This design comes from an exercise in tuning for small area, a short achievable clock period and few clock cycles per item on the open sky130 flow, not from production work. In this exercise RTL edits were held to simulation tests only and were not proved equivalent to the original.

Setup of 04-03:
// ex_stage_muldiv
module ex_stage_muldiv #(
  parameter int unsigned DATA_W  = 32,
  parameter int unsigned SHAMT_W = $clog2(DATA_W)
) (
  input  logic              clk,
  input  logic              rst_n,
  input  logic              pridictor_wrong,
  input  logic [3:0]        id_ex_alu_op,
  input  logic              id_ex_reg_dst,
  input  logic              id_ex_alu_src,
  input  logic              id_ex_mem_read,
  input  logic              id_ex_mem_write,
  input  logic              id_ex_mem_to_reg,
  input  logic              id_ex_reg_write,
  input  logic              id_ex_branch,
  input  logic              id_ex_branch_bne,
  input  logic [DATA_W-1:0] id_ex_reg_read_data1,
  input  logic [DATA_W-1:0] id_ex_reg_read_data2,
  input  logic [4:0]        id_ex_rs,
  input  logic [4:0]        id_ex_rt,
  input  logic [4:0]        id_ex_rd,
  input  logic [DATA_W-1:0] id_ex_sign_extended,
  input  logic [DATA_W-1:0] ex_mem_alu_result,
  input  logic [DATA_W-1:0] wb_write_data,
  input  logic [4:0]        ex_mem_rd,
  input  logic [4:0]        mem_wb_rd,
  input  logic              ex_mem_reg_write_in,
  input  logic              mem_wb_reg_write,
  output logic [DATA_W-1:0] ex_mem_alu_result_out,
  output logic [DATA_W-1:0] ex_mem_reg_read_data2,
  output logic [4:0]        ex_mem_rd_out,
  output logic              ex_mem_mem_read,
  output logic              ex_mem_mem_write,
  output logic              ex_mem_mem_to_reg,
  output logic              ex_mem_reg_write,
  output logic              ex_mem_branch,
  output logic              ex_mem_branch_bne,
  output logic [4:0]        id_ex_rt_out,
  output logic              id_ex_mem_read_out,
  output logic              ex_stall,
  output logic              md_busy
);
clock: 10.0 ns
lec_check: 0
abc_area: 1
cap_margin: 20
core_margin: 2
core_utilization: 40
setup_slack_margin: 3.5
slew_margin: 20
standard.sh (not shown) runs the stock make flow with config.mk's settings and CLKGATE_MAP_FILE= SYNTH_SCRIPT=/design/flow/synth_recipe.tcl, a recipe that flattens the netlist after the stock synthesis.
==> flow/flow/run.sh <==
#!/bin/bash
# Standard layout, except that the port buffers are buf_2 cells rather than the
# delay-cell buffers buffer_ports picks by default.
set -euo pipefail
export BUFFER_PORTS_ARGS="-buffer_cell sky130_fd_sc_hd__buf_2"
bash standard.sh > standard_flow.log 2>&1
Testbench counts of 04-03, summed over its fixed seeds: cycles 7,077, instrs 4,816.
--- input diff 04-03..01-15 ---
--- a/flow/design.v
+++ b/flow/design.v
@@ -92,34 +92,34 @@
         4'b0001:          op_sub = 1'b1;
         4'b0101:          op_and = 1'b1;
         4'b0110:          op_or  = 1'b1;
         4'b0111:          op_slt = 1'b1;
         4'b1000:          op_xor = 1'b1;
         default: ;
       endcase
     end
   end
   logic         sub;
   logic [W:0]   sum;
   logic         lt_s, lt_u;
-  assign sub  = op_sub || op_slt || op_sltu;
+  assign sub  = is_r ? funct[1] : id_ex_alu_op[0];
   pfx_add #(.W(W)) u_alu_add (.a(fwd_a), .b(alu_b ^ {W{sub}}), .ci(sub), .s(sum[W-1:0]), .co(sum[W]));
   assign lt_u = !sum[W];
   assign lt_s = (fwd_a[W-1] ^ alu_b[W-1]) ? fwd_a[W-1] : sum[W-1];
   logic [W-1:0] sh_in, sh_out, sh_rev;
   logic         sh_fill;
   always_comb begin
-    for (int i = 0; i < W; i++) sh_in[i] = op_sll ? fwd_b[W-1-i] : fwd_b[i];
+    for (int i = 0; i < W; i++) sh_in[i] = funct[1] ? fwd_b[i] : fwd_b[W-1-i];
   end
-  assign sh_fill = op_sra && fwd_b[W-1];
+  assign sh_fill = funct[1] && funct[0] && fwd_b[W-1];
   assign sh_out  = W'($signed({sh_fill, sh_in}) >>> shamt);
   always_comb begin
     for (int i = 0; i < W; i++) sh_rev[i] = sh_out[W-1-i];
   end
   logic [W-1:0] hi_q, lo_q, alu_res;
   always_comb begin
     alu_res = ({W{keep && (op_add || op_sub)}} & sum[W-1:0])
             | ({W{keep && op_and}} & (fwd_a & alu_b))
             | ({W{keep && op_or }} & (fwd_a | alu_b))
             | ({W{keep && op_xor}} & (fwd_a ^ alu_b))
             | ({W{keep && op_nor}} & ~(fwd_a | alu_b))
             | ({W{keep && (op_srl || op_sra)}} & sh_out)
@@ -149,35 +149,36 @@
       ex_mem_reg_write      <= id_ex_reg_write  && keep;
       ex_mem_branch         <= id_ex_branch     && keep;
       ex_mem_branch_bne     <= id_ex_branch_bne && keep;
     end
   end
   localparam int unsigned WA = W + 3;
   logic         busy_q, m_div_q, m_mul_q, m_nl_q, m_hi_q;    
   logic         hinv_q;                                      
   logic         dv_q, sg_q, an_q, qn_q, dneg_q, fixu_q, nega_q, bp_q;
   logic [3:0]   cnt_q;
   logic [W-1:0] d_q;
   logic         p1_q, p2_q, n1_q, n2_q, q1_q, q2_q, r1_q, r2_q, cx_q;
+  logic         xm_q, xi_q, xl_q;
   logic         accept;
   assign md_busy = busy_q;
   assign accept  = is_md && !flush && !busy_q;
   logic [WA-1:0] bx, bx2, x1, y1, s1, x2, y2, s2;
   logic [W-1:0]  m1, m2;
   logic          g1, g2;
   assign bx  = {{3{sg_q && d_q[W-1]}}, d_q};
   assign bx2 = {bx[WA-2:0], 1'b0};
   assign x1 = ({WA{m_div_q}} & {2'b00, hi_q, lo_q[W-1]})
-            | ({WA{m_mul_q || m_hi_q}} & ({{3{hi_q[W-1]}}, hi_q} ^ {WA{m_hi_q && hinv_q}}))
-            | ({WA{m_nl_q}} & {3'b111, ~lo_q});
+            | ({WA{xm_q}} & ({{3{hi_q[W-1]}}, hi_q} ^ {WA{xi_q}}))
+            | ({WA{xl_q}} & {3'b111, ~lo_q});
   assign y1 = ({WA{p1_q}} & bx) | ({WA{p2_q}} & bx2) | ({WA{n1_q}} & ~bx) | ({WA{n2_q}} & ~bx2);
   pfx_add #(.W(WA)) u_add1 (.a(x1), .b(y1), .ci(n1_q || n2_q || cx_q), .s(s1), .co());
   assign g1 = !s1[WA-1];
   assign m1 = g1 ? s1[W-1:0] : x1[W-1:0];
   assign x2 = m_div_q ? {2'b00, m1, lo_q[W-2]} : {{2{s1[WA-1]}}, s1[WA-1:2]};
   assign y2 = ({WA{q1_q}} & bx) | ({WA{q2_q}} & bx2) | ({WA{r1_q}} & ~bx) | ({WA{r2_q}} & ~bx2);
   pfx_add #(.W(WA)) u_add2 (.a(x2), .b(y2), .ci(r1_q || r2_q), .s(s2), .co());
   assign g2 = !s2[WA-1];
   assign m2 = g2 ? s2[W-1:0] : x2[W-1:0];
   logic [WA-1:0] yd, xk, sk;
   logic          skip;
   assign yd   = bx ^ {WA{!dneg_q}};
@@ -302,44 +303,48 @@
       nega_q  <= 1'b0;
       cnt_q   <= '0;
       bp_q    <= 1'b0;
       dv_q    <= 1'b0;
       sg_q    <= 1'b0;
       an_q    <= 1'b0;
       qn_q    <= 1'b0;
       dneg_q  <= 1'b0;
       fixu_q  <= 1'b0;
       hi_q    <= '0;
       lo_q    <= '0;
       {p1_q, p2_q, n1_q, n2_q, q1_q, q2_q, r1_q, r2_q, cx_q} <= '0;
+      {xm_q, xi_q, xl_q} <= '0;
     end else begin
       busy_q  <= busy_d;
       m_div_q <= m_div_d;
       m_mul_q <= m_mul_d;
       m_nl_q  <= m_nl_d;
       m_hi_q  <= m_hi_d;
       hinv_q  <= hinv_d;
       nega_q  <= nega_d;
       cnt_q   <= cnt_d;
       bp_q    <= bp_d;
       dv_q    <= dv_d;
       sg_q    <= sg_d;
       an_q    <= an_d;
       qn_q    <= qn_d;
       dneg_q  <= dneg_d;
       fixu_q  <= fixu_d;
       hi_q    <= hi_d;
       lo_q    <= lo_d;
       {p1_q, p2_q, n1_q, n2_q, q1_q, q2_q, r1_q, r2_q, cx_q} <=
         {p1_d, p2_d, n1_d, n2_d, q1_d, q2_d, r1_d, r2_d, cx_d};
+      xm_q    <= m_mul_d || m_hi_d;
+      xi_q    <= m_hi_d && hinv_d;
+      xl_q    <= m_nl_d;
     end
   end
 endmodule
 module pfx_add #(parameter int W = 32) (
   input  logic [W-1:0] a, b,
   input  logic         ci,
   output logic [W-1:0] s,
   output logic         co
 );
   localparam int L = $clog2(W);
   logic [W-1:0] x, g, p, gn, pn;
   assign x = a ^ b;
[summary]
- Of the two values seen for library cell contributing the largest single delay on the critical path, o221ai_1 was produced by 01-15 and dfrtp_2 by 04-03.
- 01-15 against 04-03: final routed wire length divided by cell count fell 1.3 µm; count of port buffers added during placement was more or less identical.
- Between 04-03 and 01-15, instance area at placement is higher for 01-15, 04-03 comes in under that.
- 01-15 against 04-03: proportion of cell area occupied by registers stayed essentially flat; layout filler cell count rose by about 1.3%; wire length fell by about 3.7%.
- Delta (01-15 minus 04-03): maximum frequency comparable; data required time of the critical path now smaller.
Testbench counts of 01-15, summed over its fixed seeds: cycles 7,077, instrs 4,816.

* * *

Another version of the RTL of ex_stage_muldiv (not shown whole).
Size: ~190 flip-flops, about 290 I/O pins.
## ex_stage_muldiv
module ex_stage_muldiv #(
  parameter int unsigned DATA_W  = 32,
  parameter int unsigned SHAMT_W = $clog2(DATA_W)
) (
  input  logic              clk,
  input  logic              rst_n,
  input  logic              pridictor_wrong,
  input  logic [3:0]        id_ex_alu_op,
  input  logic              id_ex_reg_dst,
  input  logic              id_ex_alu_src,
  input  logic              id_ex_mem_read,
  input  logic              id_ex_mem_write,
  input  logic              id_ex_mem_to_reg,
  input  logic              id_ex_reg_write,
  input  logic              id_ex_branch,
  input  logic              id_ex_branch_bne,
  input  logic [DATA_W-1:0] id_ex_reg_read_data1,
  input  logic [DATA_W-1:0] id_ex_reg_read_data2,
  input  logic [4:0]        id_ex_rs,
  input  logic [4:0]        id_ex_rt,
  input  logic [4:0]        id_ex_rd,
  input  logic [DATA_W-1:0] id_ex_sign_extended,
  input  logic [DATA_W-1:0] ex_mem_alu_result,
  input  logic [DATA_W-1:0] wb_write_data,
  input  logic [4:0]        ex_mem_rd,
  input  logic [4:0]        mem_wb_rd,
  input  logic              ex_mem_reg_write_in,
  input  logic              mem_wb_reg_write,
  output logic [DATA_W-1:0] ex_mem_alu_result_out,
  output logic [DATA_W-1:0] ex_mem_reg_read_data2,
  output logic [4:0]        ex_mem_rd_out,
  output logic              ex_mem_mem_read,
  output logic              ex_mem_mem_write,
  output logic              ex_mem_mem_to_reg,
  output logic              ex_mem_reg_write,
  output logic              ex_mem_branch,
  output logic              ex_mem_branch_bne,
  output logic [4:0]        id_ex_rt_out,
  output logic              id_ex_mem_read_out,
  output logic              ex_stall,
  output logic              md_busy
);
clock: 10.0 ns
lec_check: 0
cap_margin: 20
core_margin: 2
core_utilization: 40
setup_slack_margin: 3.5
slew_margin: 20
run.sh (not shown) runs the stock make flow with config.mk's settings and CLKGATE_MAP_FILE= SYNTH_SCRIPT=/design/flow/synth_recipe.tcl, a recipe that flattens the netlist after the stock synthesis.
Stock flow here: none of the scripts above is used.
The first run completed, yet does not pass: antenna rules.
Testbench counts at the start, summed over its fixed seeds: cycles 7,772, instrs 4,816.
Rerun with:
--- a/flow/design.v
+++ b/flow/design.v
@@ -201,14 +201,18 @@
   assign n1 = g1 ? s1[W-1:0] : x1[W-1:0];
   assign x2 = m_div_q ? {2'b00, n1, lo_q[W-2]} : {{2{s1[WA-1]}}, s1[WA-1:2]};
   assign y2 = {WA{en2}} & ((two2 ? {bx[WA-2:0], 1'b0} : bx) ^ {WA{inv2}});
   pfx_add #(.W(WA)) u_add2 (.a(x2), .b(y2), .ci(c2), .s(s2), .co());
   assign g2 = !s2[WA-1];
   assign n2 = g2 ? s2[W-1:0] : x2[W-1:0];
-  logic skip;
-  assign skip = (hi_q == '0) && (lo_q[W-1:W-8] == '0) && (d_q != '0) && (cnt_q <= 4'd11);
+  logic [WA-1:0] yd, xk, sk;
+  logic          skip;
+  assign yd   = bx ^ {WA{!dneg_q}};
+  assign xk   = {3'b000, hi_q[W-9:0], lo_q[W-1:W-8]};
+  pfx_add #(.W(WA)) u_addk (.a(xk), .b(yd), .ci(!dneg_q), .s(sk), .co());
+  assign skip = (hi_q[W-1:W-8] == '0) && sk[WA-1] && (cnt_q <= 4'd11);
   always_ff @(posedge clk) begin
     if (accept) d_q <= fwd_b;
   end
   logic to_nl, to_nh, to_fx, div_end, mul_end;
   assign to_nl   = dv_q && qn_q && (d_q != '0);
   assign to_nh   = dv_q && an_q;
@@ -253,12 +257,13 @@
       hi_q    <= '0;
       lo_q    <= fwd_a;
     end else if (busy_q) begin
       if (m_div_q) begin
         if (skip) begin
           cnt_q <= cnt_q + 4'd4;
+          hi_q  <= {hi_q[W-9:0], lo_q[W-1:W-8]};
           lo_q  <= {lo_q[W-9:0], 8'd0};
         end else begin
           cnt_q <= cnt_q + 4'd1;
           hi_q  <= n2;
           lo_q  <= {lo_q[W-3:0], g1, g2};
           if (div_end) begin
With this change the flow finished clean. Die area rose by 4.2%. Count of clock-buffer cells in the layout rises by 2. Synthesized area rises by 4.3%. Design area goes down by 2.6%. Worst setup slack is worse by 0.46 ns. Routed wire length fell by 9.7%. Core utilization came out lower by 3.7 points. Critical path depth is lower by 3.
Testbench counts after the change, summed over its fixed seeds: cycles 7,077, instrs 4,816.

* * *

== main ==
ex_stage_muldiv with an RTL version that a note above also has.
Size: roughly 4200 cells after synthesis, roughly 200 flip-flops, roughly 290 I/O pins, about 26000 um2 of cells after synthesis.
==> flow/config.mk <==
export PLATFORM = sky130hd
export DESIGN_NAME = ex_stage_muldiv
export DESIGN_NICKNAME = ex_stage_muldiv
export VERILOG_FILES = /design/flow/design.v
export SDC_FILE = /design/flow/constraint.sdc
export NUM_CORES = 4
export LEC_CHECK = 0
export ABC_AREA = 1
export CAP_MARGIN = 20
export CORE_MARGIN = 2
export CORE_UTILIZATION = 40
export SETUP_SLACK_MARGIN = 3.0
export SLEW_MARGIN = 20
==> flow/constraint.sdc <==
create_clock -name core_clock -period 10.0 [get_ports {clk}]
set_input_delay 2.0000 -clock core_clock [delete_from_list [all_inputs] [get_ports {clk}]]
set_output_delay 2.0000 -clock core_clock [all_outputs]
set_load 0.01 [all_outputs]
standard.sh (not shown) runs the stock make flow with config.mk's settings and CLKGATE_MAP_FILE= SYNTH_SCRIPT=/design/flow/synth_recipe.tcl, a recipe that flattens the netlist after the stock synthesis.
Scripts as last shown in full above: flow/flow/run.sh
Testbench counts of main, summed over its fixed seeds: cycles 7,077, instrs 4,816.
[inputs] the feature branch vs main
diff --git a/flow/design.v b/flow/design.v
--- a/flow/design.v
+++ b/flow/design.v
@@ -97,24 +97,24 @@
         default: ;
       endcase
     end
   end
   logic         sub;
   logic [W:0]   sum;
   logic         lt_s, lt_u;
-  assign sub  = op_sub || op_slt || op_sltu;
+  assign sub  = is_r ? funct[1] : id_ex_alu_op[0];
   pfx_add #(.W(W)) u_alu_add (.a(fwd_a), .b(alu_b ^ {W{sub}}), .ci(sub), .s(sum[W-1:0]), .co(sum[W]));
   assign lt_u = !sum[W];
   assign lt_s = (fwd_a[W-1] ^ alu_b[W-1]) ? fwd_a[W-1] : sum[W-1];
   logic [W-1:0] sh_in, sh_out, sh_rev;
   logic         sh_fill;
   always_comb begin
-    for (int i = 0; i < W; i++) sh_in[i] = op_sll ? fwd_b[W-1-i] : fwd_b[i];
+    for (int i = 0; i < W; i++) sh_in[i] = funct[1] ? fwd_b[i] : fwd_b[W-1-i];
   end
-  assign sh_fill = op_sra && fwd_b[W-1];
+  assign sh_fill = funct[1] && funct[0] && fwd_b[W-1];
   assign sh_out  = W'($signed({sh_fill, sh_in}) >>> shamt);
   always_comb begin
     for (int i = 0; i < W; i++) sh_rev[i] = sh_out[W-1-i];
   end
   logic [W-1:0] hi_q, lo_q, alu_res;
   always_comb begin
     alu_res = ({W{keep && (op_add || op_sub)}} & sum[W-1:0])
Results
- | proportion of final cell area spent on non-clock buffers | the feature branch vs main | ≈ equal |
- In terms of area share of fa/ha/maj cells after synthesis, main and the feature branch differ only marginally.
- The lower total setup buffers inserted after CTS of the feature branch and main is in the feature branch.
- Required time of the worst setup path in the feature branch vs main: up 0.10 ns
- When the feature branch is set beside main, its global-route usage turns out to be 0.92 points smaller.
- Total wire length after detailed routing ended up about 2.7% lower on the feature branch than on main.
- From main to the feature branch the numbers moved as follows: number of multi-input logic gates shows an increase of about 1.7%; die footprint shows a reduction of about 0.5%.
- The feature branch vs main: final weighted congestion of routability-driven global placement down in the feature branch
- [the feature branch vs main] setup slack: higher in the feature branch
- Status: via count parity (the feature branch, main)
Testbench counts of the feature branch, summed over its fixed seeds: cycles 7,077, instrs 4,816.

## static timing again, ports no longer ideal
How much do the figures lean on ideal ports? The routed layouts below were timed once more, with nothing changed but the port constraints. Step 1 assumes that a clkbuf_16 drives the clock port and a buf_2 every other input. Step 2 also shifts input and output timing later by t, the mid clock arrival at the registers, as if the neighbouring blocks saw the same clock. a / b / c = ideal ports / drivers / drivers and shift; a / b = the first two.
| run | t, ns | setup WS [ns] | worst setup path at the end | clock arrival spread, ns | worst slew at a driven data input, ns |
|---|---|---|---|---|---|
| 04-03 | 0.590 | 3.604 / 3.604 / 3.090 | input to register | 0.018 / 0.018 | 0.10 |
| 01-15 | 0.587 | 3.608 / 3.608 / 3.169 | input to register | 0.026 / 0.025 | 0.05 |
| the first run of note 2 | 0.574 | 3.252 / 3.252 / 2.880 | input to register | 0.018 / 0.018 | 0.11 |
| the second run of note 2 | 0.591 | 2.794 / 2.794 / 2.794 | register to register | 0.019 / 0.019 | 0.09 |
| main | 0.589 | 3.133 / 3.150 / 2.585 | input to register | 0.023 / 0.022 | 0.10 |
| the feature branch | 0.577 | 3.171 / 3.171 / 2.738 | input to register | 0.018 / 0.017 | 0.12 |
The setup slack of main, which loses most, moves by +0.017 ns with the drivers and by -0.548 ns with both steps.
